From an optimization exercise on the open Yosys and OpenROAD flow, aimed at small area, a short achievable clock period and few clock cycles; shortcuts taken in it are not production practice.
The RTL was checked by simulation tests, not by an equivalence proof against the original design.
Power is estimated from default activity; no workload was simulated.

## flow/config.mk

```make
export PLATFORM = sky130hd
export DESIGN_NAME = moment_engine_top
export DESIGN_NICKNAME = moment_engine_top
export VERILOG_FILES = /design/flow/design.v
export SDC_FILE = /design/flow/constraint.sdc
export NUM_CORES = 4
export LEC_CHECK = 0
export CAP_MARGIN = 20
export CORE_MARGIN = 2
export CORE_UTILIZATION = 60
export CTS_BUF_LIST = sky130_fd_sc_hd__clkbuf_8
export SETUP_SLACK_MARGIN = 4.8
export SLEW_MARGIN = 20
```

## flow/constraint.sdc

```tcl
create_clock -name core_clock -period 7.5 [get_ports {clk}]
set_input_delay 1.5000 -clock core_clock [delete_from_list [all_inputs] [get_ports {clk}]]
set_output_delay 1.5000 -clock core_clock [all_outputs]
set_load 0.01 [all_outputs]
```

## flow/design.v

```verilog
package moment_pkg;
   typedef logic [8-1:0]    pix_t;
   typedef logic [9-1:0]    coord_t;
   typedef logic [17-1:0]   addr_t;
   typedef logic [29-1:0] moment_t;
   typedef logic [13-1:0]   cent_t;
   typedef struct packed {
      coord_t img_dim;
      addr_t  start_addr;
   } img_cfg_t;
   typedef struct packed {
      coord_t x;
      coord_t y;
   } coord_pair_t;
   typedef struct packed {
      logic  en;
      addr_t addr;
   } mem_rd_t;
   typedef struct packed {
      moment_t m00;
      moment_t m10;
      moment_t m01;
   } moments_t;
   typedef struct packed {
      cent_t x_mc;
      cent_t y_mc;
   } centroid_t;
endpackage
`timescale 1ns/100ps
module moment_engine_top
(
   input  logic                                  clk,
   input  logic                                  rst_n,
   input  logic                                  req_i,
   input  logic [9+17-1:0] cfg_i,
   output logic                                  ack_o,
   output logic [17:0]               mem_rd_o,
   input  logic [8-1:0]              rdata_i,
   output logic [3*29-1:0]         moments_o,
   output logic [2*13-1:0]           centroid_o
);
   localparam int m00_w = 20;
   localparam int m1_w  = 25;
   localparam int row_w = 14;
   localparam int q_w   = 9;
   typedef enum logic [2:0] {
      st_idle,
      st_sq,
      st_add_lo,
      st_add_hi,
      st_read,
      st_drain,
      st_div,
      st_ack
   } state_t;
   state_t               state;
   logic                 rd_en;
   logic [11:0]          addr_lo;
   logic [4:0]           addr_hi;
   logic                 addr_c;
   logic [5:0]           x_cnt;
   logic [5:0]           y_cnt;
   logic                 row_first;
   logic                 img_first;
   logic                 v1;
   logic                 f1;
   logic                 l1;
   logic                 fi1;
   logic                 v2;
   logic                 f2;
   logic                 l2;
   logic                 g2;
   logic                 clr;
   logic                 f3;
   logic                 l3;
   logic [7:0]           pix_q;
   logic                 ld_m01;
   logic                 ld_m10;
   logic                 div_x;
   logic                 ack_q;
   logic [m00_w-1:0]     m00;
   logic [m1_w-1:0]      m10;
   logic [m1_w-1:0]      m01;
   logic [5:1]           m10_c;
   logic [5:1]           m01_c;
   logic [m1_w-1:0]      m10_op;
   logic [m1_w-1:0]      m01_op;
   logic [m1_w-1:0]      m10_sum;
   logic [m1_w-1:0]      m01_sum;
   logic [6:1]           m10_co;
   logic [6:1]           m01_co;
   logic [row_w-1:0]     row_sum;
   logic [m00_w-1:0]     rem;
   logic [5:0]           dvd_lo;
   logic [2*q_w-1:0]     quo;
   logic [5:0]           dim;
   logic [16:0]          start_addr;
   logic [11:0]          sq_m1;
   logic                 x_last;
   logic                 y_last;
   logic                 last_rd;
   logic                 drained;
   assign dim        = cfg_i[22:17];
   assign start_addr = cfg_i[16:0];
   assign x_last  = (x_cnt == 6'd1);
   assign y_last  = (y_cnt == 6'd1);
   assign last_rd = x_last && y_last;
   assign drained = !v1 && !v2 && (m01_c == '0);
   localparam logic [64*12-1:0] sq_table = {
      12'd3968,
      12'd3843,
      12'd3720,
      12'd3599,
      12'd3480,
      12'd3363,
      12'd3248,
      12'd3135,
      12'd3024,
      12'd2915,
      12'd2808,
      12'd2703,
      12'd2600,
      12'd2499,
      12'd2400,
      12'd2303,
      12'd2208,
      12'd2115,
      12'd2024,
      12'd1935,
      12'd1848,
      12'd1763,
      12'd1680,
      12'd1599,
      12'd1520,
      12'd1443,
      12'd1368,
      12'd1295,
      12'd1224,
      12'd1155,
      12'd1088,
      12'd1023,
      12'd960,
      12'd899,
      12'd840,
      12'd783,
      12'd728,
      12'd675,
      12'd624,
      12'd575,
      12'd528,
      12'd483,
      12'd440,
      12'd399,
      12'd360,
      12'd323,
      12'd288,
      12'd255,
      12'd224,
      12'd195,
      12'd168,
      12'd143,
      12'd120,
      12'd99,
      12'd80,
      12'd63,
      12'd48,
      12'd35,
      12'd24,
      12'd15,
      12'd8,
      12'd3,
      12'd0,
      12'd4095
   };
   assign sq_m1 = sq_table[12*x_cnt +: 12];
   always_ff @(posedge clk or negedge rst_n)
   begin
      if (!rst_n)
      begin
         state <= st_idle;
         rd_en <= 1'b0;
         ack_q <= 1'b0;
         v1    <= 1'b0;
         v2    <= 1'b0;
      end
      else
      begin
         v1 <= rd_en;
         v2 <= v1;
         case (state)
            st_idle:
               if (req_i)
                  state <= st_sq;
            st_sq:
               state <= st_add_lo;
            st_add_lo:
               state <= st_add_hi;
            st_add_hi:
            begin
               state <= st_read;
               rd_en <= 1'b1;
            end
            st_read:
               if (last_rd)
               begin
                  state <= st_drain;
                  rd_en <= 1'b0;
               end
            st_drain:
               if (drained)
                  state <= st_div;
            st_div:
               if (x_last && div_x)
               begin
                  state <= st_ack;
                  ack_q <= 1'b1;
               end
            default:
               if (!req_i)
               begin
                  state <= st_idle;
                  ack_q <= 1'b0;
               end
         endcase
      end
   end
   always_ff @(posedge clk)
   begin
      case (state)
         st_idle:
         begin
            {addr_hi, addr_lo} <= start_addr;
            x_cnt              <= dim;
            y_cnt              <= dim;
         end
         st_sq:
            {y_cnt, x_cnt} <= sq_m1;
         st_add_lo:
         begin
            {addr_c, addr_lo} <= {1'b0, addr_lo} + {1'b0, y_cnt, x_cnt};
            x_cnt             <= dim;
            y_cnt             <= dim;
            row_first         <= 1'b1;
            img_first         <= 1'b1;
         end
         st_add_hi:
            addr_hi <= addr_hi + 5'(addr_c);
         st_read:
         begin
            addr_lo   <= addr_lo - 1'b1;
            if (addr_lo == '0)
               addr_hi <= addr_hi - 1'b1;
            img_first <= 1'b0;
            if (x_last)
            begin
               x_cnt     <= dim;
               y_cnt     <= y_cnt - 1'b1;
               row_first <= 1'b1;
            end
            else
            begin
               x_cnt     <= x_cnt - 1'b1;
               row_first <= 1'b0;
            end
         end
         st_drain:
         begin
            x_cnt <= 6'd9;
            div_x <= 1'b0;
         end
         st_div:
         begin
            x_cnt <= x_cnt - 1'b1;
            if (x_last)
            begin
               x_cnt <= 6'd9;
               div_x <= 1'b1;
            end
         end
         default:
            x_cnt <= dim;
      endcase
   end
   always_ff @(posedge clk)
   begin
      f1      <= row_first;
      l1      <= x_last;
      fi1     <= img_first;
      pix_q   <= rdata_i;
      f2      <= f1;
      l2      <= l1;
      clr     <= v1 && fi1;
      g2      <= v1 && !f1;
      f3      <= v2 && f2;
      l3      <= v2 && l2;
      row_sum <= (f2 ? row_w'(0) : row_sum) + row_w'(pix_q);
      m00     <= clr ? m00_w'(0) : m00 + (l3 ? m00_w'(row_sum) : m00_w'(0));
      m10     <= clr ? m1_w'(0)  : m10_sum;
      m10_c   <= clr ? 5'd0      : m10_co[5:1];
      m01     <= clr ? m1_w'(0)  : m01_sum;
      m01_c   <= clr ? 5'd0      : m01_co[5:1];
   end
   assign m10_op = g2 ? m1_w'(row_sum) : m1_w'(0);
   assign m01_op = f3 ? m1_w'(m00) : m1_w'(0);
   logic [m1_w:0] m10_rc;
   logic [m1_w:0] m01_rc;
   always_comb
   begin
      for (int i = 0; i < m1_w; i++)
      begin
         if (i == 0)
         begin
            m10_rc[i] = 1'b0;
            m01_rc[i] = 1'b0;
         end
         else if (i == 4 || i == 8 || i == 12 || i == 16 || i == 20)
         begin
            m10_co[i / 4] = m10_rc[i];
            m01_co[i / 4] = m01_rc[i];
            m10_rc[i] = m10_c[i / 4];
            m01_rc[i] = m01_c[i / 4];
         end
         m10_sum[i]  = m10[i] ^ m10_op[i] ^ m10_rc[i];
         m10_rc[i+1] = (m10[i] & m10_op[i]) | (m10[i] & m10_rc[i]) | (m10_op[i] & m10_rc[i]);
         m01_sum[i]  = m01[i] ^ m01_op[i] ^ m01_rc[i];
         m01_rc[i+1] = (m01[i] & m01_op[i]) | (m01[i] & m01_rc[i]) | (m01_op[i] & m01_rc[i]);
      end
      m10_co[6] = m10_rc[m1_w];
      m01_co[6] = m01_rc[m1_w];
   end
   logic [m1_w-1:0]   dvd;
   logic [m00_w:0]    trial;
   logic [m00_w+1:0]  diff;
   logic              q_bit;
   assign dvd   = ld_m01 ? m01 : m10;
   assign trial = {rem, dvd_lo[5]};
   assign diff  = {1'b0, trial} - {2'b0, m00};
   assign q_bit = !diff[m00_w+1] && (m00 != '0);
   always_ff @(posedge clk)
   begin
      ld_m01 <= ((state == st_read) && last_rd) || ((state == st_drain) && !drained);
      ld_m10 <= (state == st_div) && (x_cnt == 6'd2) && !div_x;
      if (ld_m01 || ld_m10)
      begin
         rem    <= m00_w'(dvd[m1_w-1:6]);
         dvd_lo <= dvd[5:0];
      end
      else
      begin
         rem    <= q_bit ? diff[m00_w-1:0] : trial[m00_w-1:0];
         dvd_lo <= {dvd_lo[4:0], 1'b0};
      end
      if (state == st_div)
         quo <= {quo[2*q_w-2:0], q_bit};
   end
   assign ack_o      = ack_q;
   assign mem_rd_o   = {rd_en, addr_hi, addr_lo};
   assign moments_o  = {9'd0, m00, 4'd0, m10, 4'd0, m01};
   assign centroid_o = {4'd0, quo[q_w-1:0], 4'd0, quo[2*q_w-1:q_w]};
endmodule
```

## flow/flow/run.sh

```bash
#!/bin/bash
# Standard layout, with the port buffers made from the smallest buffer
# instead of the default pick; every port still gets its own buffer.
set -o pipefail
cp standard.sh standard.sh.txt
export BUFFER_PORTS_ARGS="-buffer_cell sky130_fd_sc_hd__buf_1"
bash standard.sh > standard.log 2>&1
```

## flow/standard.sh

```bash
#!/bin/bash
# synth_recipe.tcl (not shown) runs the flow's synth.tcl, then flattens the netlist and writes it again
# the make line also repeats each setting of config.mk as NAME=value (left out here)
make -C /OpenROAD-flow-scripts/flow DESIGN_CONFIG=/design/flow/config.mk WORK_HOME=/design/flow/orfs CLKGATE_MAP_FILE= SYNTH_SCRIPT=/design/flow/synth_recipe.tcl "${@:-finish}"
```

==> flow_results.xml, run 1 <==
<?xml version="1.0" encoding="UTF-8"?>
<metrics>
  <group name="outcome">
    <metric name="outcome" unit="">no timing/DRC/antenna violations</metric>
  </group>
  <group name="logic_synthesis">
    <metric name="ys_warn_count" unit="">1</metric>
    <metric name="synth_edf_count" unit="">51</metric>
    <metric name="synth_area" unit="um^2">11500</metric>
    <metric name="synth_compound_area_share" unit="%">15.6</metric>
    <metric name="ys_top_cells_by_area" unit="">sky130_fd_sc_hd__dfxtp_1 24%, sky130_fd_sc_hd__edfxtp_1 13%, sky130_fd_sc_hd__ha_1 9.1%</metric>
    <metric name="post-synth-top-area-fraction" unit="%">24.2</metric>
    <metric name="post_synth_fa_ha_maj_area_fraction" unit="%">15.6</metric>
    <metric name="synth_cells" unit="">1218</metric>
    <metric name="synth_area_per_cell" unit="um^2">9.45</metric>
    <metric name="yosysSeqAreaShare" unit="%">39.0</metric>
    <metric name="synth_xor_area_share" unit="%">5.17</metric>
    <metric name="synth.distinct_cells" unit="">76</metric>
    <metric name="async_reset_ff_share" unit="%">3.55</metric>
    <metric name="ys_seq_elements" unit="">197</metric>
    <metric name="post_synth_mux_area_share" unit="%">2.82</metric>
    <metric name="synthFlopType" unit="">sky130_fd_sc_hd__dfxtp_1</metric>
    <metric name="combinational_family_with_the_most_area_after_synthesis" unit="">compound AO/OA/AOI/OAI gates</metric>
    <metric name="simple_gate_portion_of_the_synthesized_area" unit="%">15.4</metric>
    <metric name="area_leader_netlist" unit="">sky130_fd_sc_hd__dfxtp_1</metric>
  </group>
  <group name="global_route">
    <metric name="grt_max_degree" unit="">63</metric>
    <metric name="antenna_found_initial" unit="">0</metric>
    <metric name="vias_in_the_first_global_route" unit="">8564</metric>
    <metric name="global_route.usage.total" unit="%">28.0</metric>
    <metric name="grt_first_pass_wirelength" unit="mm">44.6</metric>
    <metric name="global_route.overflow_total" unit="">0</metric>
  </group>
  <group name="finish">
    <metric name="synthToLayoutAreaGrowth" unit="%">12.7</metric>
    <metric name="final_layout_size_suffix_gt1_share" unit="%">10.1</metric>
    <metric name="area.sequential" unit="um^2">4530</metric>
    <metric name="design.final.nets" unit="">1525</metric>
    <metric name="multi_input_area" unit="um^2">6580</metric>
    <metric name="final.fill_count" unit="">1563</metric>
  </group>
  <group name="timing">
    <metric name="tightestPinTransition" unit="ns">0.720</metric>
    <metric name="fin_skew" unit="ns">0.0200</metric>
    <metric name="slew_viol_final" unit="">0</metric>
    <metric name="fin_ws" unit="ns">4.78</metric>
    <metric name="final_period_minus_worst_setup_slack" unit="ns">2.72</metric>
    <metric name="totalNegativeSetupSlack" unit="ns">0</metric>
    <metric name="finalHoldWorstSlack" unit="ns">0.343</metric>
    <metric name="hold_violations" unit="">0</metric>
    <metric name="rsz0062_at_grt" unit="">true</metric>
    <metric name="period_share" unit="%">36.2</metric>
    <metric name="timing.fmax" unit="GHz">0.368</metric>
    <metric name="final-setup-viol-count" unit="">0</metric>
    <metric name="timing.slew.headroom" unit="%">51.8</metric>
  </group>
  <group name="setup_path">
    <metric name="crit_type" unit="">register to primary output</metric>
    <metric name="worst_setup_path_startpoint" unit="">addr_lo[0]$_DFFE_PP_</metric>
    <metric name="worstSetupStartpointType" unit="">register</metric>
    <metric name="worst-endpoint-arrival" unit="ns">1.22</metric>
    <metric name="path_max_fanout" unit="">3</metric>
    <metric name="crit_path_top_delay_cell" unit="">sky130_fd_sc_hd__edfxtp_1</metric>
    <metric name="worst_setup_path_end_kind" unit="">primary output</metric>
    <metric name="timing.critical_path.cells" unit="">buf_4 &gt; buf_1</metric>
    <metric name="worstPathBufferInverterCount" unit="">2</metric>
    <metric name="timing.critical_path.max_delay_family" unit="">flip-flops</metric>
    <metric name="slowest_cell_delay_on_critical_path" unit="ns">0.46</metric>
    <metric name="worst_ep_required_time" unit="ns">6.00</metric>
    <metric name="timing.rr.start" unit="">m00[15]$_SDFF_PP0_</metric>
  </group>
  <group name="route">
    <metric name="route.vias.total" unit="">9229</metric>
    <metric name="drt_pre_antenna_iters" unit="">5</metric>
    <metric name="routed_wire_length_per_instance" unit="um">17.4</metric>
    <metric name="post-route-drc-count" unit="">0</metric>
    <metric name="first_iter_violations" unit="">525</metric>
    <metric name="postRouteAntennaNets" unit="">0</metric>
    <metric name="detail_route.vias_per_cell" unit="">5.71</metric>
    <metric name="totalWireLength" unit="mm">28.1</metric>
  </group>
  <group name="floorplan">
    <metric name="io_pins" unit="">169</metric>
    <metric name="die_area" unit="um^2">20300</metric>
    <metric name="floorplan.core_area" unit="um^2">18800</metric>
    <metric name="initial_core_util" unit="%">61.3</metric>
    <metric name="die_w" unit="um">143</metric>
    <metric name="floorplan.rows" unit="">50</metric>
    <metric name="die_extent_in_y" unit="um">143</metric>
  </group>
  <group name="clocking">
    <metric name="cts_tree" unit="">built</metric>
    <metric name="clock_sinks" unit="">197</metric>
    <metric name="clk_latency" unit="ns">0.49</metric>
    <metric name="clk_root_buffer_cell" unit="">sky130_fd_sc_hd__clkbuf_8</metric>
    <metric name="cts.hold.buffers_added" unit="">0</metric>
    <metric name="cts.htree.levels" unit="">4</metric>
    <metric name="clkTransAtPathRegs" unit="ns">0.10</metric>
    <metric name="tritoncts_buffers" unit="">17</metric>
    <metric name="cts.path.max_buffers" unit="">2</metric>
  </group>
  <group name="power_and_ir_drop">
    <metric name="static-leakage-power" unit="nW">5.33</metric>
    <metric name="clock_power_share" unit="%">12.8</metric>
    <metric name="switching_share" unit="%">45.0</metric>
    <metric name="cellPowerDensity" unit="nW/um^2">413</metric>
    <metric name="p_int" unit="mW">2.95</metric>
    <metric name="vdd_drop_max" unit="mV">0.232</metric>
    <metric name="pwr-share-seq" unit="%">32.9</metric>
    <metric name="total_switching_power" unit="mW">2.41</metric>
    <metric name="comb_power_share" unit="%">54.3</metric>
  </group>
  <group name="worst_hold_path">
    <metric name="timing.hold.worst.class" unit="">register to register</metric>
    <metric name="hold_path_startpoint" unit="">l1$_DFF_P_</metric>
  </group>
  <group name="placement">
    <metric name="io_buffers" unit="">140</metric>
    <metric name="routabilityCongestion" unit="">0.894</metric>
    <metric name="dp_slack" unit="ns">4.24</metric>
    <metric name="hpwlAfterDp" unit="mm">20.4</metric>
  </group>
  <group name="job">
    <metric name="max-cap-violations" unit="">0</metric>
  </group>
</metrics>
[cell usage after synthesis, types with 18 or more instances]
cell type                    n
sky130_fd_sc_hd__dfxtp_1   139
sky130_fd_sc_hd__nor2_1     99
sky130_fd_sc_hd__inv_1      89
sky130_fd_sc_hd__ha_1       84
sky130_fd_sc_hd__nand2_1    73
sky130_fd_sc_hd__a21oi_1    58
sky130_fd_sc_hd__o21ai_0    56
sky130_fd_sc_hd__nor2b_1    53
sky130_fd_sc_hd__edfxtp_1   51
sky130_fd_sc_hd__and2_1     38
sky130_fd_sc_hd__fa_1       37
sky130_fd_sc_hd__xnor2_1    37
sky130_fd_sc_hd__clkbuf_1   36
sky130_fd_sc_hd__xor2_1     31
sky130_fd_sc_hd__nor3_1     29
sky130_fd_sc_hd__buf_4      27
sky130_fd_sc_hd__a22oi_1    24
sky130_fd_sc_hd__mux2i_1    23
sky130_fd_sc_hd__o21ai_1    23
sky130_fd_sc_hd__nand3_1    21
sky130_fd_sc_hd__a21o_1     18
[state kept, by name, indices dropped and copies added, names as in the netlist, 8 cells and up]
signal,cells
addr_lo,12
row_sum,14
m10,25
rem,20
pix_q,8
m00,20
quo,18
m01,25
[logic make-up (layout without fill, tap and decap cells)]
kind of cell    count (synthesis)  in the layout
compound gates                276            276
xor+xnor                       68             68
fa+ha+maj                     121            121
buf+inv                       166            303
flops                         197            197
mux                            30             30
other cells                     1             26
simple gates                  359            360
[worst paths after layout]
path,end,slack (ns),depth (start not counted)
min reg2reg,l2$_DFF_P_,0.34,0
min,l2$_DFF_P_,0.34,0
min in group asynchronous,ack_q$_DFFE_PN0P_,0.90,1
max reg2reg,rem[0]$_DFF_P_,4.86,9
max in group asynchronous,state[1]$_DFFE_PN0P_,6.28,1
max,mem_rd_o[0],4.78,2
[placed cells by master, fill, tap and decap left out, drive strengths merged, types with 24 or more instances in the layout]
cell type and count:
a21oi 58, a22oi 24, and2 39, buf 176, conb 25, dfxtp 139
edfxtp 51, fa 37, ha 84, inv 103, nand2 76, nor2 99
nor2b 53, nor3 29, o21ai 80, xnor2 37, xor2 31
[what timing repair did]
action / 4_1_cts / 5_1_grt
buffers inserted: 8 / 23
resized for setup: 24 / 44
gates cloned: 1 / 0
setup endpoints to repair: 54 / 64
pin swaps: 1 / 8
[through the flow]
stage               cells  utilization [%]  area [um^2]  power [mW]
floorplan            1242                -        11600        3.67
global placement     1550             64.4        12100        4.24
CTS                  1591             67.3        12600        5.08
global route         1614             69.1        13000        5.77
detailed placement   1550             64.4        12100        4.28
finish               1615             69.1        13000        5.36
[per-layer routing]
layer | up-vias | global-route usage (%) | wire (um) | part of all wire [%]
li1 | 4511 | - | - | -
met1 | 4410 | 38.4 | 12700 | 45
met2 | 274 | 47.2 | 13500 | 48
met3 | 34 | 3.90 | 1390 | 5.0
met4 | 0 | 6.41 | 435 | 1.5
met5 | - | 0 | 0 | 0
[cell type report]
| class | count | area share [%] |
|---|---|---|
| diodes | 1 | 0.0193 |
| clock buffers | 17 | 1.80 |
| clock inverters | 15 | 1.21 |
| inverters | 95 | 2.79 |
| multi-input cells | 880 | 50.8 |
| flip-flops and latches | 197 | 35.0 |
| well taps | 234 | 2.26 |
| repair buffers | 176 | 6.19 |
[power by group through the flow]
| stage | registers (mW) | logic [mW] | clock network, mW |
|---|---|---|---|
| 6_report | 1.77 | 2.91 | 0.684 |
| 5_1_grt | 1.80 | 3.22 | 0.740 |
| 4_1_cts | 1.77 | 2.61 | 0.696 |
| 3_5_place_dp | 1.82 | 2.45 | 0 |
| 3_3_place_gp | 1.82 | 2.42 | 0 |
| 2_1_floorplan | 1.65 | 2.02 | 0 |
Testbench counts, summed over its fixed seeds: cycles 193,901.
==> run 2: changes to the inputs <==
--- a/flow/config.mk
+++ b/flow/config.mk
@@ -8,6 +8,6 @@
 export CAP_MARGIN = 20
 export CORE_MARGIN = 2
 export CORE_UTILIZATION = 60
-export CTS_BUF_LIST = sky130_fd_sc_hd__clkbuf_8
+export PLACE_DENSITY = 0.72
 export SETUP_SLACK_MARGIN = 4.8
 export SLEW_MARGIN = 20
==> run 2 against run 1 <==
Still clean on timing, DRC and antenna. Clock-buffer cell count unchanged. Sequential share of layout area decreased by 0.33 points. Sequential power about the same. Combinational power about the same. Synthesized cell count unchanged. Die area unchanged. Critical path depth unchanged. Largest power group unchanged. Highest routed layer unchanged.
==> flow_results.xml, run 2 <==
<?xml version="1.0" encoding="UTF-8"?>
<metrics>
  <group name="outcome">
    <metric name="outcome" unit="">no timing/DRC/antenna violations</metric>
  </group>
  <group name="timing">
    <metric name="final_period_minus_worst_setup_slack" unit="ns">2.64</metric>
    <metric name="timing.fmax" unit="GHz">0.378</metric>
    <metric name="totalNegativeSetupSlack" unit="ns">0</metric>
    <metric name="finalHoldWorstSlack" unit="ns">0.334</metric>
    <metric name="hold_violations" unit="">0</metric>
    <metric name="final-setup-viol-count" unit="">0</metric>
    <metric name="fin_skew" unit="ns">0.0121</metric>
    <metric name="period_share" unit="%">35.2</metric>
    <metric name="timing.slew.headroom" unit="%">33.7</metric>
    <metric name="slew_viol_final" unit="">0</metric>
    <metric name="rsz0062_at_grt" unit="">false</metric>
    <metric name="tightestPinTransition" unit="ns">0.990</metric>
  </group>
  <group name="finish">
    <metric name="area.sequential" unit="um^2">4530</metric>
    <metric name="design.final.nets" unit="">1518</metric>
    <metric name="final_layout_size_suffix_gt1_share" unit="%">9.61</metric>
    <metric name="multi_input_area" unit="um^2">6610</metric>
    <metric name="final.fill_count" unit="">1507</metric>
    <metric name="n_antenna_cell" unit="">0</metric>
    <metric name="layout_top_registers" unit="">m01: 25 flops, m10: 25 flops</metric>
    <metric name="final_common_cell" unit="">sky130_fd_sc_hd__buf_1</metric>
    <metric name="synthToLayoutAreaGrowth" unit="%">13.7</metric>
    <metric name="utilization_of_the_core_after_routing" unit="%">69.8</metric>
    <metric name="most-common-layout-cells" unit="">140 x sky130_fd_sc_hd__buf_1, 123 x sky130_fd_sc_hd__dfxtp_1, 97 x sky130_fd_sc_hd__nor2_1, 89 x sky130_fd_sc_hd__inv_1, 78 x sky130_fd_sc_hd__ha_1</metric>
  </group>
  <group name="logic_synthesis">
    <metric name="ys_top_cells_by_area" unit="">sky130_fd_sc_hd__dfxtp_1 24%, sky130_fd_sc_hd__edfxtp_1 13%, sky130_fd_sc_hd__ha_1 9.1%</metric>
    <metric name="synthMostInstantiatedCell" unit="">sky130_fd_sc_hd__dfxtp_1</metric>
    <metric name="post_synth_most_frequent_cells" unit="">139 x sky130_fd_sc_hd__dfxtp_1, 99 x sky130_fd_sc_hd__nor2_1, 89 x sky130_fd_sc_hd__inv_1, 84 x sky130_fd_sc_hd__ha_1, 73 x sky130_fd_sc_hd__nand2_1</metric>
    <metric name="yosysSeqAreaShare" unit="%">39.0</metric>
    <metric name="synth_area_per_cell" unit="um^2">9.45</metric>
    <metric name="synthFlopType" unit="">sky130_fd_sc_hd__dfxtp_1</metric>
    <metric name="synth.distinct_cells" unit="">76</metric>
    <metric name="area_leader_netlist" unit="">sky130_fd_sc_hd__dfxtp_1</metric>
    <metric name="synth_cells" unit="">1218</metric>
    <metric name="async_reset_ff_share" unit="%">3.55</metric>
    <metric name="synth_area" unit="um^2">11500</metric>
    <metric name="ys_warn_count" unit="">1</metric>
    <metric name="post-synth-top-area-fraction" unit="%">24.2</metric>
    <metric name="synth_edf_count" unit="">51</metric>
    <metric name="ys_seq_elements" unit="">197</metric>
  </group>
  <group name="power_and_ir_drop">
    <metric name="pwr-share-seq" unit="%">31.6</metric>
    <metric name="static-leakage-power" unit="nW">5.35</metric>
    <metric name="switching_share" unit="%">43.8</metric>
    <metric name="clock_power_share" unit="%">15.8</metric>
    <metric name="comb_power_share" unit="%">52.6</metric>
    <metric name="cellPowerDensity" unit="nW/um^2">426</metric>
    <metric name="total_switching_power" unit="mW">2.44</metric>
    <metric name="p_int" unit="mW">3.13</metric>
    <metric name="vdd_drop_max" unit="mV">0.295</metric>
  </group>
  <group name="clocking">
    <metric name="clkTransAtPathRegs" unit="ns">0.07</metric>
    <metric name="cts.htree.levels" unit="">4</metric>
    <metric name="cts.path.max_buffers" unit="">2</metric>
    <metric name="tritoncts_buffers" unit="">17</metric>
    <metric name="clk_root_buffer_cell" unit="">sky130_fd_sc_hd__clkbuf_16</metric>
    <metric name="cts.hold.buffers_added" unit="">0</metric>
    <metric name="clk_latency" unit="ns">0.44</metric>
    <metric name="clock_sinks" unit="">197</metric>
    <metric name="cts_tree" unit="">built</metric>
  </group>
  <group name="floorplan">
    <metric name="io_pins" unit="">169</metric>
    <metric name="die_area" unit="um^2">20300</metric>
    <metric name="floorplan.core_area" unit="um^2">18800</metric>
    <metric name="die_extent_in_y" unit="um">143</metric>
    <metric name="floorplan.rows" unit="">50</metric>
    <metric name="die_w" unit="um">143</metric>
    <metric name="initial_core_util" unit="%">61.3</metric>
  </group>
  <group name="route">
    <metric name="postRouteAntennaNets" unit="">0</metric>
    <metric name="detail_route.vias_per_cell" unit="">5.84</metric>
    <metric name="totalWireLength" unit="mm">28.9</metric>
    <metric name="post-route-drc-count" unit="">0</metric>
    <metric name="routed_wire_length_per_instance" unit="um">18.0</metric>
    <metric name="route.vias.total" unit="">9392</metric>
    <metric name="drt_pre_antenna_iters" unit="">5</metric>
    <metric name="first_iter_violations" unit="">620</metric>
  </group>
  <group name="global_route">
    <metric name="antenna_found_initial" unit="">0</metric>
    <metric name="global_route.overflow_total" unit="">0</metric>
    <metric name="global_route.usage.total" unit="%">28.0</metric>
    <metric name="grt_max_degree" unit="">63</metric>
    <metric name="vias_in_the_first_global_route" unit="">8722</metric>
    <metric name="grt_first_pass_wirelength" unit="mm">44.8</metric>
  </group>
  <group name="setup_path">
    <metric name="worst_ep_required_time" unit="ns">6.00</metric>
    <metric name="timing.critical_path.cells" unit="">buf_4 &gt; buf_1</metric>
    <metric name="timing.critical_path.max_delay_family" unit="">flip-flops</metric>
    <metric name="path_max_fanout" unit="">3</metric>
    <metric name="crit_path_top_delay_cell" unit="">sky130_fd_sc_hd__edfxtp_1</metric>
    <metric name="slowest_cell_delay_on_critical_path" unit="ns">0.43</metric>
    <metric name="worst_setup_path_startpoint" unit="">addr_lo[0]$_DFFE_PP_</metric>
    <metric name="worstPathBufferInverterCount" unit="">2</metric>
    <metric name="worst_setup_path_end_kind" unit="">primary output</metric>
    <metric name="timing.rr.start" unit="">l3$_DFF_P_</metric>
    <metric name="worst-endpoint-arrival" unit="ns">1.14</metric>
    <metric name="worstSetupStartpointType" unit="">register</metric>
    <metric name="crit_type" unit="">register to primary output</metric>
  </group>
  <group name="placement">
    <metric name="io_buffers" unit="">140</metric>
    <metric name="routabilityCongestion" unit="">0.927</metric>
    <metric name="hpwlAfterDp" unit="mm">20.1</metric>
  </group>
  <group name="worst_hold_path">
    <metric name="timing.hold.worst.class" unit="">register to register</metric>
    <metric name="hold_path_startpoint" unit="">l1$_DFF_P_</metric>
  </group>
  <group name="job">
    <metric name="max-cap-violations" unit="">0</metric>
  </group>
</metrics>
[run 2: worst paths after layout]
kind	cells past startpoint	slack, ns	endpoint
hold / removal	0	0.33	l2$_DFF_P_
setup / recovery	2	4.86	mem_rd_o[0]
setup reg to reg	11	4.87	m00[18]$_SDFF_PP0_
hold reg to reg	0	0.33	l2$_DFF_P_
min in group asynchronous	1	0.96	ack_q$_DFFE_PN0P_
max in group asynchronous	1	6.21	state[1]$_DFFE_PN0P_
[run 2: layout make-up]
| class | count | share of cell area [%] |
|---|---|---|
| Inverter | 95 | 2.76 |
| Multi-Input combinational cell | 881 | 50.5 |
| Tap cell | 234 | 2.24 |
| Clock buffer | 17 | 3.25 |
| Clock inverter | 15 | 0.994 |
| Timing Repair Buffer | 168 | 5.65 |
| Sequential cell | 197 | 34.6 |
[run 2: what timing repair did]
item	4_1_cts	5_1_grt
resized for setup	29	41
buffers inserted	8	15
pin swaps	5	9
cloned	2	0
endpoints found under the setup margin	56	43
[run 2: cell families after synthesis]
kind of cell | synth area share (%)
AO/OA/AOI/OAI | 15.6
XOR/XNOR | 5.17
adder cells (fa/ha/maj) | 15.6
buffers and inverters | 6.38
flip-flops | 39.0
multiplexers | 2.82
other | 0.0326
AND/OR/NAND/NOR | 15.4
[run 2: per-stage QoR]
step | instances | power, mW | area, um^2 | worst slack, ns
final | 1607 | 5.58 | 13100 | 4.86
after global placement | 1550 | 4.23 | 12100 | 4.28
after detailed placement | 1550 | 4.28 | 12100 | 4.25
after global routing | 1607 | 5.94 | 13100 | 4.77
after CTS | 1592 | 5.33 | 12800 | 4.77
after floorplan | 1242 | 3.67 | 11600 | 4.90
[run 2: metal layers]
| layer | global-route usage [%] | vias to the layer above | part of all wire (%) |
|---|---|---|---|
| li1 | - | 4479 | - |
| met1 | 38.6 | 4488 | 44 |
| met2 | 46.3 | 373 | 48 |
| met3 | 4.68 | 52 | 6.3 |
| met4 | 6.62 | 0 | 2.1 |
| met5 | 0 | - | 0 |
[run 2: power by group through the flow]
stage               Clock (mW)  Combinational, mW  Sequential [mW]
global route             0.931               3.21             1.80
finish                   0.881               2.93             1.76
detailed placement           0               2.46             1.82
floorplan                    0               2.02             1.65
CTS                      0.893               2.66             1.77
global placement             0               2.42             1.81
[run 2: worst register-to-register path: stages (launching register included)]
cell	delay (ns)
sky130_fd_sc_hd__dfxtp_4	0.40
sky130_fd_sc_hd__and2_1	0.18
sky130_fd_sc_hd__ha_1	0.22
sky130_fd_sc_hd__fa_2	0.40
sky130_fd_sc_hd__a211oi_2	0.33
sky130_fd_sc_hd__o21ai_2	0.13
sky130_fd_sc_hd__nand3_1	0.11
sky130_fd_sc_hd__a31oi_1	0.15
sky130_fd_sc_hd__a31o_2	0.29
sky130_fd_sc_hd__nand3_1	0.11
sky130_fd_sc_hd__xnor2_1	0.12
sky130_fd_sc_hd__nor2_1	0.05
==> run 3: changes to the inputs <==
--- a/flow/config.mk
+++ b/flow/config.mk
@@ -8,6 +8,5 @@
 export CAP_MARGIN = 20
 export CORE_MARGIN = 2
 export CORE_UTILIZATION = 60
-export PLACE_DENSITY = 0.72
 export SETUP_SLACK_MARGIN = 4.8
 export SLEW_MARGIN = 20
==> run 3 against run 2 <==
Core utilization about the same. Still clean. Die area is the same. Sequential share of layout area hardly changed. Clock-buffer cell count rose by 1. Critical path depth stayed put. Area after synthesis unchanged. Via count down 1.2%. Power shrank 0.79%.
==> flow_results.xml, run 3 <==
<?xml version="1.0" encoding="UTF-8"?>
<metrics>
  <group name="outcome">
    <metric name="outcome" unit="">no timing/DRC/antenna violations</metric>
  </group>
  <group name="power_and_ir_drop">
    <metric name="static-leakage-power" unit="nW">5.35</metric>
    <metric name="total_power" unit="mW">5.53</metric>
    <metric name="cellPowerDensity" unit="nW/um^2">422</metric>
    <metric name="vdd_drop_max" unit="mV">0.237</metric>
  </group>
  <group name="route">
    <metric name="drt_pre_antenna_iters" unit="">5</metric>
    <metric name="post-route-drc-count" unit="">0</metric>
    <metric name="postRouteAntennaNets" unit="">0</metric>
    <metric name="totalWireLength" unit="mm">28.4</metric>
    <metric name="route.vias.total" unit="">9283</metric>
    <metric name="routed_wire_length_per_instance" unit="um">17.7</metric>
    <metric name="first_iter_violations" unit="">597</metric>
    <metric name="detail_route.vias_per_cell" unit="">5.79</metric>
  </group>
  <group name="logic_synthesis">
    <metric name="async_reset_ff_share" unit="%">3.55</metric>
    <metric name="ys_top_cells_by_area" unit="">sky130_fd_sc_hd__dfxtp_1 24%, sky130_fd_sc_hd__edfxtp_1 13%, sky130_fd_sc_hd__ha_1 9.1%</metric>
    <metric name="synth.distinct_cells" unit="">76</metric>
    <metric name="post_synth_most_frequent_cells" unit="">139 x sky130_fd_sc_hd__dfxtp_1, 99 x sky130_fd_sc_hd__nor2_1, 89 x sky130_fd_sc_hd__inv_1, 84 x sky130_fd_sc_hd__ha_1, 73 x sky130_fd_sc_hd__nand2_1</metric>
    <metric name="synth_area_per_cell" unit="um^2">9.45</metric>
    <metric name="synth_edf_count" unit="">51</metric>
    <metric name="yosysSeqAreaShare" unit="%">39.0</metric>
    <metric name="area_leader_netlist" unit="">sky130_fd_sc_hd__dfxtp_1</metric>
    <metric name="synthMostInstantiatedCell" unit="">sky130_fd_sc_hd__dfxtp_1</metric>
    <metric name="synthFlopType" unit="">sky130_fd_sc_hd__dfxtp_1</metric>
    <metric name="post-synth-top-area-fraction" unit="%">24.2</metric>
    <metric name="synth_area" unit="um^2">11500</metric>
    <metric name="synth_cells" unit="">1218</metric>
    <metric name="ys_seq_elements" unit="">197</metric>
    <metric name="ys_warn_count" unit="">1</metric>
  </group>
  <group name="worst_hold_path">
    <metric name="timing.hold.worst.class" unit="">register to register</metric>
  </group>
  <group name="floorplan">
    <metric name="floorplan.rows" unit="">50</metric>
    <metric name="die_extent_in_y" unit="um">143</metric>
    <metric name="floorplan.core_area" unit="um^2">18800</metric>
    <metric name="io_pins" unit="">169</metric>
    <metric name="die_area" unit="um^2">20300</metric>
    <metric name="die_w" unit="um">143</metric>
    <metric name="initial_core_util" unit="%">61.3</metric>
  </group>
  <group name="clocking">
    <metric name="tritoncts_buffers" unit="">17</metric>
    <metric name="clk_root_buffer_cell" unit="">sky130_fd_sc_hd__clkbuf_16</metric>
    <metric name="cts_tree" unit="">built</metric>
    <metric name="cts.path.max_buffers" unit="">2</metric>
    <metric name="clk_latency" unit="ns">0.45</metric>
    <metric name="clkTransAtPathRegs" unit="ns">0.07</metric>
    <metric name="cts.htree.levels" unit="">4</metric>
    <metric name="clock_sinks" unit="">197</metric>
  </group>
  <group name="setup_path">
    <metric name="worst_ep_required_time" unit="ns">6.00</metric>
    <metric name="path_max_fanout" unit="">3</metric>
    <metric name="crit_type" unit="">register to primary output</metric>
    <metric name="timing.reg2reg.setup_slack" unit="ns">4.90</metric>
    <metric name="worst_setup_path_end_kind" unit="">primary output</metric>
    <metric name="worstSetupStartpointType" unit="">register</metric>
    <metric name="worst-endpoint-arrival" unit="ns">1.17</metric>
  </group>
  <group name="global_route">
    <metric name="grt_first_pass_wirelength" unit="mm">45.1</metric>
    <metric name="antenna_found_initial" unit="">0</metric>
    <metric name="grt_max_degree" unit="">63</metric>
    <metric name="vias_in_the_first_global_route" unit="">8619</metric>
    <metric name="global_route.usage.total" unit="%">28.4</metric>
    <metric name="global_route.overflow_total" unit="">0</metric>
  </group>
  <group name="placement">
    <metric name="hpwlAfterDp" unit="mm">20.4</metric>
    <metric name="io_buffers" unit="">140</metric>
    <metric name="routabilityCongestion" unit="">0.894</metric>
  </group>
  <group name="finish">
    <metric name="utilization_of_the_core_after_routing" unit="%">69.8</metric>
    <metric name="final.fill_count" unit="">1545</metric>
    <metric name="final_common_cell" unit="">sky130_fd_sc_hd__buf_1</metric>
    <metric name="n_antenna_cell" unit="">0</metric>
    <metric name="layout_top_registers" unit="">m01: 25 flops, m10: 25 flops</metric>
    <metric name="design.final.nets" unit="">1514</metric>
    <metric name="final_layout_size_suffix_gt1_share" unit="%">9.20</metric>
    <metric name="most-common-layout-cells" unit="">140 x sky130_fd_sc_hd__buf_1, 123 x sky130_fd_sc_hd__dfxtp_1, 97 x sky130_fd_sc_hd__nor2_1, 88 x sky130_fd_sc_hd__inv_1, 80 x sky130_fd_sc_hd__ha_1</metric>
    <metric name="synthToLayoutAreaGrowth" unit="%">13.8</metric>
  </group>
  <group name="timing">
    <metric name="period_share" unit="%">35.6</metric>
    <metric name="tightestPinTransition" unit="ns">0.986</metric>
    <metric name="rsz0062_at_grt" unit="">true</metric>
    <metric name="slew_viol_final" unit="">0</metric>
    <metric name="fin_skew" unit="ns">0.0163</metric>
    <metric name="timing.slew.headroom" unit="%">34.0</metric>
    <metric name="hold_violations" unit="">0</metric>
    <metric name="final_period_minus_worst_setup_slack" unit="ns">2.67</metric>
    <metric name="totalNegativeSetupSlack" unit="ns">0</metric>
    <metric name="final-setup-viol-count" unit="">0</metric>
    <metric name="timing.fmax" unit="GHz">0.374</metric>
  </group>
  <group name="job">
    <metric name="max-cap-violations" unit="">0</metric>
  </group>
</metrics>
## run 3: cell types whose count changed in the layout (fill, tap and decap cells not counted), moves of 3 or more
cell,previous run,this run
sky130_fd_sc_hd__buf_4,27,22
sky130_fd_sc_hd__clkinv_1,5,2
sky130_fd_sc_hd__clkinv_8,0,3
sky130_fd_sc_hd__ha_2,4,1
sky130_fd_sc_hd__inv_6,3,6
## run 3: kinds of logic after synthesis
| family | after synthesis | synth area share [%] |
|---|---|---|
| and+or+nand+nor | 359 | 15.4 |
| AOI/OAI and AO/OA | 276 | 15.6 |
| DFF | 197 | 39.0 |
| buffers and inverters | 166 | 6.38 |
| adders and majority gates | 121 | 15.6 |
| xor gates and xnor gates | 68 | 5.17 |
| muxes | 30 | 2.82 |
| other | 1 | 0.0326 |
## run 3: cell type report
type / instances / area [um^2] / share of cell area [%]
clock inverters: 14 / 153 / 1.17
flip-flops and latches: 197 / 4530 / 34.6
multi-input cells: 881 / 6620 / 50.5
clock buffers: 18 / 429 / 3.28
repair buffers: 164 / 713 / 5.45
inverters: 95 / 362 / 2.76
well taps: 234 / 293 / 2.24
## run 3: stage by stage
| step | cells | hold WS (ns) | setup slack, ns | area (um^2) |
|---|---|---|---|---|
| after floorplan | 1242 | 0.310 | 4.90 | 11600 |
| after global placement | 1550 | 0.314 | 4.26 | 12100 |
| after detailed placement | 1550 | 0.319 | 4.24 | 12100 |
| after CTS | 1594 | 0.339 | 4.81 | 12900 |
| after global routing | 1603 | 0.348 | 4.78 | 13100 |
| final | 1603 | 0.340 | 4.83 | 13100 |
## run 3: worst paths after layout
path | start | end | cells past startpoint
setup reg to reg | m00[4]$_SDFF_PP0_ | rem[16]$_DFF_P_ | 10
min in group asynchronous | rst_n | ack_q$_DFFE_PN0P_ | 1
max in group asynchronous | rst_n | state[1]$_DFFE_PN0P_ | 1
setup / recovery | addr_lo[0]$_DFFE_PP_ | mem_rd_o[0] | 2
hold / removal | l1$_DFF_P_ | l2$_DFF_P_ | 0
hold reg to reg | l1$_DFF_P_ | l2$_DFF_P_ | 0
## run 3: layer usage
layer	vias to the layer above	track usage [%]	wire (um)
met1	4495	38.4	12700
met3	27	4.17	1440
met5	-	0	0
li1	4494	-	-
met2	267	48.5	13800
met4	0	6.41	346
## run 3: critical path: stages, from the launching register on
cell and delay, ns:
sky130_fd_sc_hd__edfxtp_1 0.45, sky130_fd_sc_hd__buf_4 0.17, sky130_fd_sc_hd__buf_1 0.11
## run 3: repair_timing
item                                    4_1_cts  5_1_grt
buffers inserted                             10        9
gates resized for setup                      26       40
cloned                                        2        0
hold buffers                                  0        0
endpoints found under the setup margin       49       44
pin swaps                                     3        4
## run 3: power by group
group          switching (mW)  internal (mW)
clock network           0.462          0.448
registers               0.339           1.43
logic                    1.65           1.21
total                    2.45           3.09
==> run 4: changes to the inputs <==
--- a/flow/config.mk
+++ b/flow/config.mk
@@ -8,5 +8,5 @@
 export CAP_MARGIN = 20
 export CORE_MARGIN = 2
 export CORE_UTILIZATION = 60
-export SETUP_SLACK_MARGIN = 4.8
+export SETUP_SLACK_MARGIN = 4.7
 export SLEW_MARGIN = 20
==> run 4 against run 3 <==
Maximum frequency decreased by 1.4%. Die area is the same. Setup slack worse by 0.038 ns. Clock power fell by 1%. Global-route usage is 0.054 points higher. Largest cell class unchanged.
==> flow_results.xml, run 4 <==
<?xml version="1.0" encoding="UTF-8"?>
<metrics>
  <group name="outcome">
    <metric name="outcome" unit="">no timing/DRC/antenna violations</metric>
  </group>
  <group name="logic_synthesis">
    <metric name="post_synth_most_frequent_cells" unit="">139 x sky130_fd_sc_hd__dfxtp_1, 99 x sky130_fd_sc_hd__nor2_1, 89 x sky130_fd_sc_hd__inv_1, 84 x sky130_fd_sc_hd__ha_1, 73 x sky130_fd_sc_hd__nand2_1</metric>
    <metric name="synth_area" unit="um^2">11500</metric>
    <metric name="ys_seq_elements" unit="">197</metric>
    <metric name="synth_edf_count" unit="">51</metric>
    <metric name="synthFlopType" unit="">sky130_fd_sc_hd__dfxtp_1</metric>
    <metric name="synth_area_per_cell" unit="um^2">9.45</metric>
    <metric name="post-synth-top-area-fraction" unit="%">24.2</metric>
    <metric name="ys_warn_count" unit="">1</metric>
    <metric name="ys_top_cells_by_area" unit="">sky130_fd_sc_hd__dfxtp_1 24%, sky130_fd_sc_hd__edfxtp_1 13%, sky130_fd_sc_hd__ha_1 9.1%</metric>
    <metric name="area_leader_netlist" unit="">sky130_fd_sc_hd__dfxtp_1</metric>
    <metric name="synthMostInstantiatedCell" unit="">sky130_fd_sc_hd__dfxtp_1</metric>
    <metric name="yosysSeqAreaShare" unit="%">39.0</metric>
    <metric name="synth.distinct_cells" unit="">76</metric>
    <metric name="synth_cells" unit="">1218</metric>
    <metric name="async_reset_ff_share" unit="%">3.55</metric>
  </group>
  <group name="worst_hold_path">
    <metric name="timing.hold.worst.class" unit="">register to register</metric>
    <metric name="hold_path_startpoint" unit="">l1$_DFF_P_</metric>
    <metric name="worstHoldEndpoint" unit="">l2$_DFF_P_</metric>
    <metric name="worst_hold_path_cells" unit="">0</metric>
  </group>
  <group name="timing">
    <metric name="period_share" unit="%">36.1</metric>
    <metric name="timing.slew.headroom" unit="%">30.5</metric>
    <metric name="rsz0062_at_grt" unit="">true</metric>
    <metric name="tightestPinTransition" unit="ns">1.04</metric>
    <metric name="final_period_minus_worst_setup_slack" unit="ns">2.71</metric>
    <metric name="totalNegativeSetupSlack" unit="ns">0</metric>
    <metric name="slew_viol_final" unit="">0</metric>
    <metric name="hold_violations" unit="">0</metric>
    <metric name="timing.fmax" unit="GHz">0.369</metric>
    <metric name="final-setup-viol-count" unit="">0</metric>
    <metric name="fin_skew" unit="ns">0.0103</metric>
  </group>
  <group name="clocking">
    <metric name="cts.hold.buffers_added" unit="">0</metric>
    <metric name="clk_root_buffer_cell" unit="">sky130_fd_sc_hd__clkbuf_16</metric>
    <metric name="clkTransAtPathRegs" unit="ns">0.07</metric>
    <metric name="cts.path.max_buffers" unit="">2</metric>
    <metric name="clock_sinks" unit="">197</metric>
    <metric name="cts_tree" unit="">built</metric>
    <metric name="tritoncts_buffers" unit="">17</metric>
    <metric name="cts.htree.levels" unit="">4</metric>
    <metric name="clk_latency" unit="ns">0.44</metric>
  </group>
  <group name="setup_path">
    <metric name="path_max_fanout" unit="">7</metric>
    <metric name="crit_type" unit="">register to register</metric>
    <metric name="timing.rr.start" unit="">m00[12]$_SDFF_PP0_</metric>
    <metric name="worstRegToRegCells" unit="">9</metric>
    <metric name="worst_setup_path_end_kind" unit="">register</metric>
    <metric name="critical_path.reg2reg.endpoint" unit="">rem[7]$_DFF_P_</metric>
    <metric name="worst_ep_required_time" unit="ns">7.81</metric>
    <metric name="worstSetupStartpointType" unit="">register</metric>
    <metric name="worst_setup_path_startpoint" unit="">m00[12]$_SDFF_PP0_</metric>
    <metric name="worst-endpoint-arrival" unit="ns">3.02</metric>
    <metric name="timing.reg2reg.setup_slack" unit="ns">4.79</metric>
  </group>
  <group name="route">
    <metric name="route.vias.total" unit="">9264</metric>
    <metric name="totalWireLength" unit="mm">28.7</metric>
    <metric name="detail_route.vias_per_cell" unit="">5.79</metric>
    <metric name="routed_length_on_met3" unit="mm">1.91</metric>
    <metric name="detail_route.wirelength.met1" unit="mm">13.1</metric>
    <metric name="postRouteAntennaNets" unit="">0</metric>
    <metric name="drt_pre_antenna_iters" unit="">5</metric>
    <metric name="post-route-drc-count" unit="">0</metric>
    <metric name="routed_wire_length_per_instance" unit="um">17.9</metric>
    <metric name="met2_length" unit="mm">13.0</metric>
    <metric name="dr.max_layer_used" unit="">met4</metric>
    <metric name="first_iter_violations" unit="">623</metric>
  </group>
  <group name="floorplan">
    <metric name="io_pins" unit="">169</metric>
    <metric name="die_extent_in_y" unit="um">143</metric>
    <metric name="initial_core_util" unit="%">61.3</metric>
    <metric name="floorplan.rows" unit="">50</metric>
    <metric name="floorplan.core_area" unit="um^2">18800</metric>
    <metric name="die_w" unit="um">143</metric>
    <metric name="die_area" unit="um^2">20300</metric>
  </group>
  <group name="power_and_ir_drop">
    <metric name="vdd_drop_max" unit="mV">0.254</metric>
    <metric name="cellPowerDensity" unit="nW/um^2">420</metric>
    <metric name="static-leakage-power" unit="nW">5.32</metric>
    <metric name="total_power" unit="mW">5.44</metric>
  </group>
  <group name="finish">
    <metric name="n_antenna_cell" unit="">0</metric>
    <metric name="synthToLayoutAreaGrowth" unit="%">12.4</metric>
    <metric name="area.sequential" unit="um^2">4510</metric>
    <metric name="final_layout_size_suffix_gt1_share" unit="%">7.62</metric>
    <metric name="layout_top_registers" unit="">m01: 25 flops, m10: 25 flops</metric>
    <metric name="multi_input_area" unit="um^2">6520</metric>
    <metric name="most-common-layout-cells" unit="">140 x sky130_fd_sc_hd__buf_1, 128 x sky130_fd_sc_hd__dfxtp_1, 97 x sky130_fd_sc_hd__nor2_1, 89 x sky130_fd_sc_hd__inv_1, 83 x sky130_fd_sc_hd__ha_1</metric>
    <metric name="design.final.nets" unit="">1510</metric>
    <metric name="final_common_cell" unit="">sky130_fd_sc_hd__buf_1</metric>
    <metric name="final.fill_count" unit="">1571</metric>
  </group>
  <group name="global_route">
    <metric name="grt_max_degree" unit="">81</metric>
    <metric name="grt_first_pass_wirelength" unit="mm">44.8</metric>
    <metric name="global_route.usage.total" unit="%">28.5</metric>
    <metric name="global_route.overflow_total" unit="">0</metric>
    <metric name="vias_in_the_first_global_route" unit="">8654</metric>
    <metric name="antenna_found_initial" unit="">0</metric>
  </group>
  <group name="placement">
    <metric name="io_buffers" unit="">140</metric>
    <metric name="hpwlAfterDp" unit="mm">20.5</metric>
    <metric name="routabilityCongestion" unit="">0.937</metric>
  </group>
  <group name="job">
    <metric name="max-cap-violations" unit="">0</metric>
  </group>
</metrics>
==> run 4: how the worst max path moves through the flow <==
stage	end	slack [ns]
final	rem[7]$_DFF_P_	4.79
after global routing	m00[15]$_SDFF_PP0_	4.67
after CTS	rem[0]$_DFF_P_	4.71
after detailed placement	rem[0]$_DFF_P_	4.39
after global placement	rem[0]$_DFF_P_	4.41
after floorplan	addr_hi[4]$_DFFE_PP_	4.78
==> run 4: critical path, cell delays in order, from the launching register on <==
cell and delay [ns]:
sky130_fd_sc_hd__dfxtp_1 0.49, sky130_fd_sc_hd__inv_1 0.12, sky130_fd_sc_hd__ha_1 0.46, sky130_fd_sc_hd__nand3_2 0.12, sky130_fd_sc_hd__or3_1 0.45, sky130_fd_sc_hd__o2111ai_4 0.36, sky130_fd_sc_hd__buf_4 0.20, sky130_fd_sc_hd__nand2_4 0.08
sky130_fd_sc_hd__mux2i_1 0.23, sky130_fd_sc_hd__o21ai_1 0.08
==> run 4: routing by layer <==
| layer | up-vias | track usage, % |
|---|---|---|
| met1 | 4410 | 39.9 |
| met2 | 327 | 44.5 |
| li1 | 4471 | - |
| met4 | 0 | 7.66 |
| met5 | - | 0 |
| met3 | 56 | 6.73 |
==> run 4: per-stage QoR <==
step                      hold slack [ns]  instances  worst slack, ns  area (um^2)  util (%)
final                               0.341       1599             4.79        12900      69.0
after global routing                0.348       1599             4.67        12900      69.0
after CTS                           0.340       1588             4.71        12700      67.9
after detailed placement            0.314       1550             4.39        12100      64.4
after global placement              0.313       1550             4.41        12100      64.4
after floorplan                     0.310       1242             4.78        11600         -
==> run 4: kinds of logic after synthesis <==
logic type	Yosys count	synth area share (%)
xor+xnor	68	5.17
buf+inv	166	6.38
simple gates	359	15.4
fa+ha+maj	121	15.6
mux	30	2.82
other cells	1	0.0326
flops	197	39.0
compound gates	276	15.6
==> run 4: report_power, final <==
| part | total (mW) | internal [mW] | switching [mW] |
|---|---|---|---|
| combinational | 2.79 | 1.16 | 1.63 |
| sequential | 1.75 | 1.43 | 0.318 |
| clock | 0.898 | 0.452 | 0.445 |
| total | 5.44 | 3.05 | 2.39 |
==> run 4: cell type report <==
class                           count  area share (%)
Multi-Input combinational cell    881            50.4
Sequential cell                   197            34.9
Timing Repair Buffer              160            5.22
Clock buffer                       18            3.39
Inverter                           95            2.79
Tap cell                          234            2.26
Clock inverter                     14            1.07
==> run 4: timing repair <==
| item | CTS | global route |
|---|---|---|
| buffers inserted | 6 | 9 |
| gates cloned | 0 | 2 |
| gates resized for setup | 12 | 26 |
| pin swaps | 0 | 4 |
| endpoints found under the setup margin | 45 | 49 |
==> run 5: changes to the inputs <==
--- a/flow/config.mk
+++ b/flow/config.mk
@@ -8,5 +8,5 @@
 export CAP_MARGIN = 20
 export CORE_MARGIN = 2
 export CORE_UTILIZATION = 60
-export SETUP_SLACK_MARGIN = 4.7
+export SETUP_SLACK_MARGIN = 4.9
 export SLEW_MARGIN = 20
==> run 5 against run 4 <==
Area after synthesis did not move. Combinational power rose by 13%. Clock power rose by 2%. Design area rose by 4.2%. Power rose by 6.3%. Register-to-register slack improved by 0.19 ns. Synthesized cell count did not move. Sequential share of layout area fell by 1.1 points. First-iteration DRC count fell by 19%.
==> flow_results.xml, run 5 <==
<?xml version="1.0" encoding="UTF-8"?>
<metrics>
  <group name="outcome">
    <metric name="outcome" unit="">no timing/DRC/antenna violations</metric>
  </group>
  <group name="route">
    <metric name="totalWireLength" unit="mm">29.3</metric>
    <metric name="routed_wire_length_per_instance" unit="um">17.9</metric>
    <metric name="detail_route.vias_per_cell" unit="">5.77</metric>
    <metric name="drt_pre_antenna_iters" unit="">5</metric>
    <metric name="post-route-drc-count" unit="">0</metric>
    <metric name="first_iter_violations" unit="">507</metric>
    <metric name="postRouteAntennaNets" unit="">0</metric>
    <metric name="route.vias.total" unit="">9427</metric>
  </group>
  <group name="floorplan">
    <metric name="floorplan.core_area" unit="um^2">18800</metric>
    <metric name="floorplan.rows" unit="">50</metric>
    <metric name="initial_core_util" unit="%">61.3</metric>
    <metric name="die_w" unit="um">143</metric>
    <metric name="io_pins" unit="">169</metric>
    <metric name="die_area" unit="um^2">20300</metric>
    <metric name="die_extent_in_y" unit="um">143</metric>
  </group>
  <group name="timing">
    <metric name="totalNegativeSetupSlack" unit="ns">0</metric>
    <metric name="finalHoldWorstSlack" unit="ns">0.344</metric>
    <metric name="tightestPinTransition" unit="ns">0.671</metric>
    <metric name="hold_violations" unit="">0</metric>
    <metric name="period_share" unit="%">35.3</metric>
    <metric name="timing.fmax" unit="GHz">0.378</metric>
    <metric name="final_period_minus_worst_setup_slack" unit="ns">2.65</metric>
    <metric name="rsz0062_at_grt" unit="">true</metric>
    <metric name="slew_viol_final" unit="">0</metric>
    <metric name="final-setup-viol-count" unit="">0</metric>
    <metric name="timing.slew.headroom" unit="%">55.2</metric>
    <metric name="fin_skew" unit="ns">0.0170</metric>
  </group>
  <group name="job">
    <metric name="max-cap-violations" unit="">0</metric>
  </group>
  <group name="power_and_ir_drop">
    <metric name="cellPowerDensity" unit="nW/um^2">428</metric>
    <metric name="p_int" unit="mW">3.24</metric>
    <metric name="comb_power_share" unit="%">54.2</metric>
    <metric name="total_switching_power" unit="mW">2.54</metric>
    <metric name="vdd_drop_max" unit="mV">0.263</metric>
    <metric name="static-leakage-power" unit="nW">5.54</metric>
    <metric name="switching_share" unit="%">43.9</metric>
    <metric name="clock_power_share" unit="%">15.8</metric>
    <metric name="pwr-share-seq" unit="%">30.0</metric>
  </group>
  <group name="logic_synthesis">
    <metric name="post-synth-top-area-fraction" unit="%">24.2</metric>
    <metric name="synthMostInstantiatedCell" unit="">sky130_fd_sc_hd__dfxtp_1</metric>
    <metric name="synth.distinct_cells" unit="">76</metric>
    <metric name="synthFlopType" unit="">sky130_fd_sc_hd__dfxtp_1</metric>
    <metric name="synth_edf_count" unit="">51</metric>
    <metric name="yosysSeqAreaShare" unit="%">39.0</metric>
    <metric name="ys_top_cells_by_area" unit="">sky130_fd_sc_hd__dfxtp_1 24%, sky130_fd_sc_hd__edfxtp_1 13%, sky130_fd_sc_hd__ha_1 9.1%</metric>
    <metric name="synth_area" unit="um^2">11500</metric>
    <metric name="synth_area_per_cell" unit="um^2">9.45</metric>
    <metric name="post_synth_most_frequent_cells" unit="">139 x sky130_fd_sc_hd__dfxtp_1, 99 x sky130_fd_sc_hd__nor2_1, 89 x sky130_fd_sc_hd__inv_1, 84 x sky130_fd_sc_hd__ha_1, 73 x sky130_fd_sc_hd__nand2_1</metric>
    <metric name="area_leader_netlist" unit="">sky130_fd_sc_hd__dfxtp_1</metric>
    <metric name="ys_warn_count" unit="">1</metric>
    <metric name="async_reset_ff_share" unit="%">3.55</metric>
    <metric name="ys_seq_elements" unit="">197</metric>
    <metric name="synth_cells" unit="">1218</metric>
  </group>
  <group name="global_route">
    <metric name="global_route.usage.total" unit="%">29.1</metric>
    <metric name="global_route.overflow_total" unit="">0</metric>
    <metric name="grt_first_pass_wirelength" unit="mm">46.1</metric>
    <metric name="antenna_found_initial" unit="">0</metric>
    <metric name="grt_max_degree" unit="">63</metric>
    <metric name="vias_in_the_first_global_route" unit="">8852</metric>
  </group>
  <group name="placement">
    <metric name="io_buffers" unit="">140</metric>
    <metric name="routabilityCongestion" unit="">0.894</metric>
    <metric name="hpwlAfterDp" unit="mm">20.4</metric>
  </group>
  <group name="finish">
    <metric name="final.fill_count" unit="">1487</metric>
    <metric name="most-common-layout-cells" unit="">136 x sky130_fd_sc_hd__buf_1, 115 x sky130_fd_sc_hd__dfxtp_1, 97 x sky130_fd_sc_hd__nor2_1, 88 x sky130_fd_sc_hd__inv_1, 75 x sky130_fd_sc_hd__ha_1</metric>
    <metric name="synthToLayoutAreaGrowth" unit="%">17.2</metric>
    <metric name="n_antenna_cell" unit="">0</metric>
    <metric name="final_common_cell" unit="">sky130_fd_sc_hd__buf_1</metric>
    <metric name="layout_top_registers" unit="">m01: 25 flops, m10: 25 flops</metric>
    <metric name="design.final.nets" unit="">1545</metric>
    <metric name="final_layout_size_suffix_gt1_share" unit="%">13.5</metric>
  </group>
  <group name="clocking">
    <metric name="clkTransAtPathRegs" unit="ns">0.07</metric>
    <metric name="cts.htree.levels" unit="">4</metric>
    <metric name="cts_tree" unit="">built</metric>
    <metric name="cts.hold.buffers_added" unit="">0</metric>
    <metric name="tritoncts_buffers" unit="">17</metric>
    <metric name="clock_sinks" unit="">197</metric>
    <metric name="clk_root_buffer_cell" unit="">sky130_fd_sc_hd__clkbuf_16</metric>
    <metric name="cts.path.max_buffers" unit="">2</metric>
    <metric name="clk_latency" unit="ns">0.45</metric>
  </group>
  <group name="setup_path">
    <metric name="worst-endpoint-arrival" unit="ns">1.15</metric>
    <metric name="crit_type" unit="">register to primary output</metric>
    <metric name="worst_ep_required_time" unit="ns">6.00</metric>
    <metric name="worst_setup_path_startpoint" unit="">addr_lo[0]$_DFFE_PP_</metric>
    <metric name="critical_path.reg2reg.endpoint" unit="">quo[0]$_DFFE_PP_</metric>
    <metric name="worstSetupStartpointType" unit="">register</metric>
    <metric name="worst_setup_path_end_kind" unit="">primary output</metric>
    <metric name="worstRegToRegCells" unit="">11</metric>
    <metric name="path_max_fanout" unit="">3</metric>
    <metric name="timing.reg2reg.setup_slack" unit="ns">4.98</metric>
    <metric name="timing.rr.start" unit="">m00[1]$_SDFF_PP0_</metric>
    <metric name="endpoint" unit="">mem_rd_o[0]</metric>
  </group>
  <group name="worst_hold_path">
    <metric name="timing.hold.worst.class" unit="">register to register</metric>
    <metric name="worst_hold_path_cells" unit="">0</metric>
  </group>
</metrics>
run 5: logic make-up (layout without fill, tap and decap cells):
group	count (synthesis)	count (layout)	synth area share (%)
xor gates and xnor gates	68	68	5.17
buffers and inverters	166	321	6.38
other	1	25	0.0326
adders and majority gates	121	121	15.6
AOI/OAI and AO/OA	276	276	15.6
muxes	30	30	2.82
DFF	197	197	39.0
and+or+nand+nor	359	362	15.4
run 5: critical path, cell delays in order, from the launching register on:
cell and delay [ns]:
sky130_fd_sc_hd__edfxtp_1 0.45, sky130_fd_sc_hd__buf_6 0.15, sky130_fd_sc_hd__buf_6 0.11
run 5: metal layers:
metal  global-route usage [%]  vias up  share of wire (%)
met4                     7.97        0                1.7
met1                     38.8     4552                 44
met2                     49.4      297                 49
met3                     4.37       35                5.0
met5                        0        -                  0
li1                         -     4543                  -
run 5: how the worst min path moves through the flow:
stage / from / endpoint
2_1_floorplan: l1$_DFF_P_ / l2$_DFF_P_
3_3_place_gp: l1$_DFF_P_ / l2$_DFF_P_
3_5_place_dp: l1$_DFF_P_ / l2$_DFF_P_
4_1_cts: l1$_DFF_P_ / l2$_DFF_P_
5_1_grt: l1$_DFF_P_ / l2$_DFF_P_
6_report: l1$_DFF_P_ / l2$_DFF_P_
run 5: power by group through the flow:
stage	combinational (mW)	clock [mW]	sequential, mW
after CTS	2.82	0.921	1.74
final	3.14	0.912	1.73
after floorplan	2.02	0	1.65
after global routing	3.44	0.961	1.77
after global placement	2.42	0	1.82
after detailed placement	2.45	0	1.82
run 5: through the flow:
step	utilization (%)	total power, mW	cells	instance area [um^2]	worst slack (ns)
after floorplan	-	3.67	1242	11600	4.90
after global placement	64.4	4.24	1550	12100	4.26
after detailed placement	64.4	4.28	1550	12100	4.24
after CTS	69.8	5.48	1611	13100	4.90
after global routing	71.9	6.17	1634	13500	4.82
final	71.9	5.78	1634	13500	4.85
run 5: cell type report:
| class | count | area (um^2) | area share, % |
|---|---|---|---|
| Tap cell | 234 | 293 | 2.17 |
| Clock inverter | 14 | 153 | 1.13 |
| Multi-Input combinational cell | 882 | 6740 | 50.0 |
| Sequential cell | 197 | 4550 | 33.8 |
| Timing Repair Buffer | 194 | 957 | 7.10 |
| Inverter | 95 | 364 | 2.70 |
| Clock buffer | 18 | 429 | 3.18 |
run 5: what timing repair did:
action                                  4_1_cts  5_1_grt
gates cloned                                  2        1
pin swaps                                     4       20
setup buffers                                27       22
endpoints found under the setup margin       83       52
hold endpoints to repair                      0        0
gates resized for setup                      54       54

## what the ideal ports hide
The results above use ideal ports. As a check the final layouts listed here were re-extracted and re-timed, cells and wires unchanged. Step 1, drivers: a clkbuf_16 drives clk and a buf_2 each remaining input, both assumed. Step 2 moves the port delays by t, midway between the first and last clock arrival at a register: inputs arrive t later, outputs are due t later. That takes back most of the time a late clock gives input paths. a / b / c = ideal ports / drivers / drivers and shift; a / b = the first two.
run	shift t [ns]	setup WS [ns]	worst hold slack (ns)	worst setup path at the end	pins driven straight from the clock port
run 1	0.522	4.782 / 4.740 / 4.860	0.343 / 0.343 / 0.343	register to register	1
run 2	0.475	4.858 / 4.811 / 4.873	0.334 / 0.334 / 0.334	register to register	1
run 3	0.485	4.829 / 4.783 / 4.901	0.340 / 0.340 / 0.340	register to register	1
run 4	0.482	4.790 / 4.790 / 4.790	0.341 / 0.341 / 0.341	register to register	1
run 5	0.486	4.852 / 4.806 / 4.985	0.344 / 0.344 / 0.344	register to register	1
After both steps every run listed still meets setup and hold.
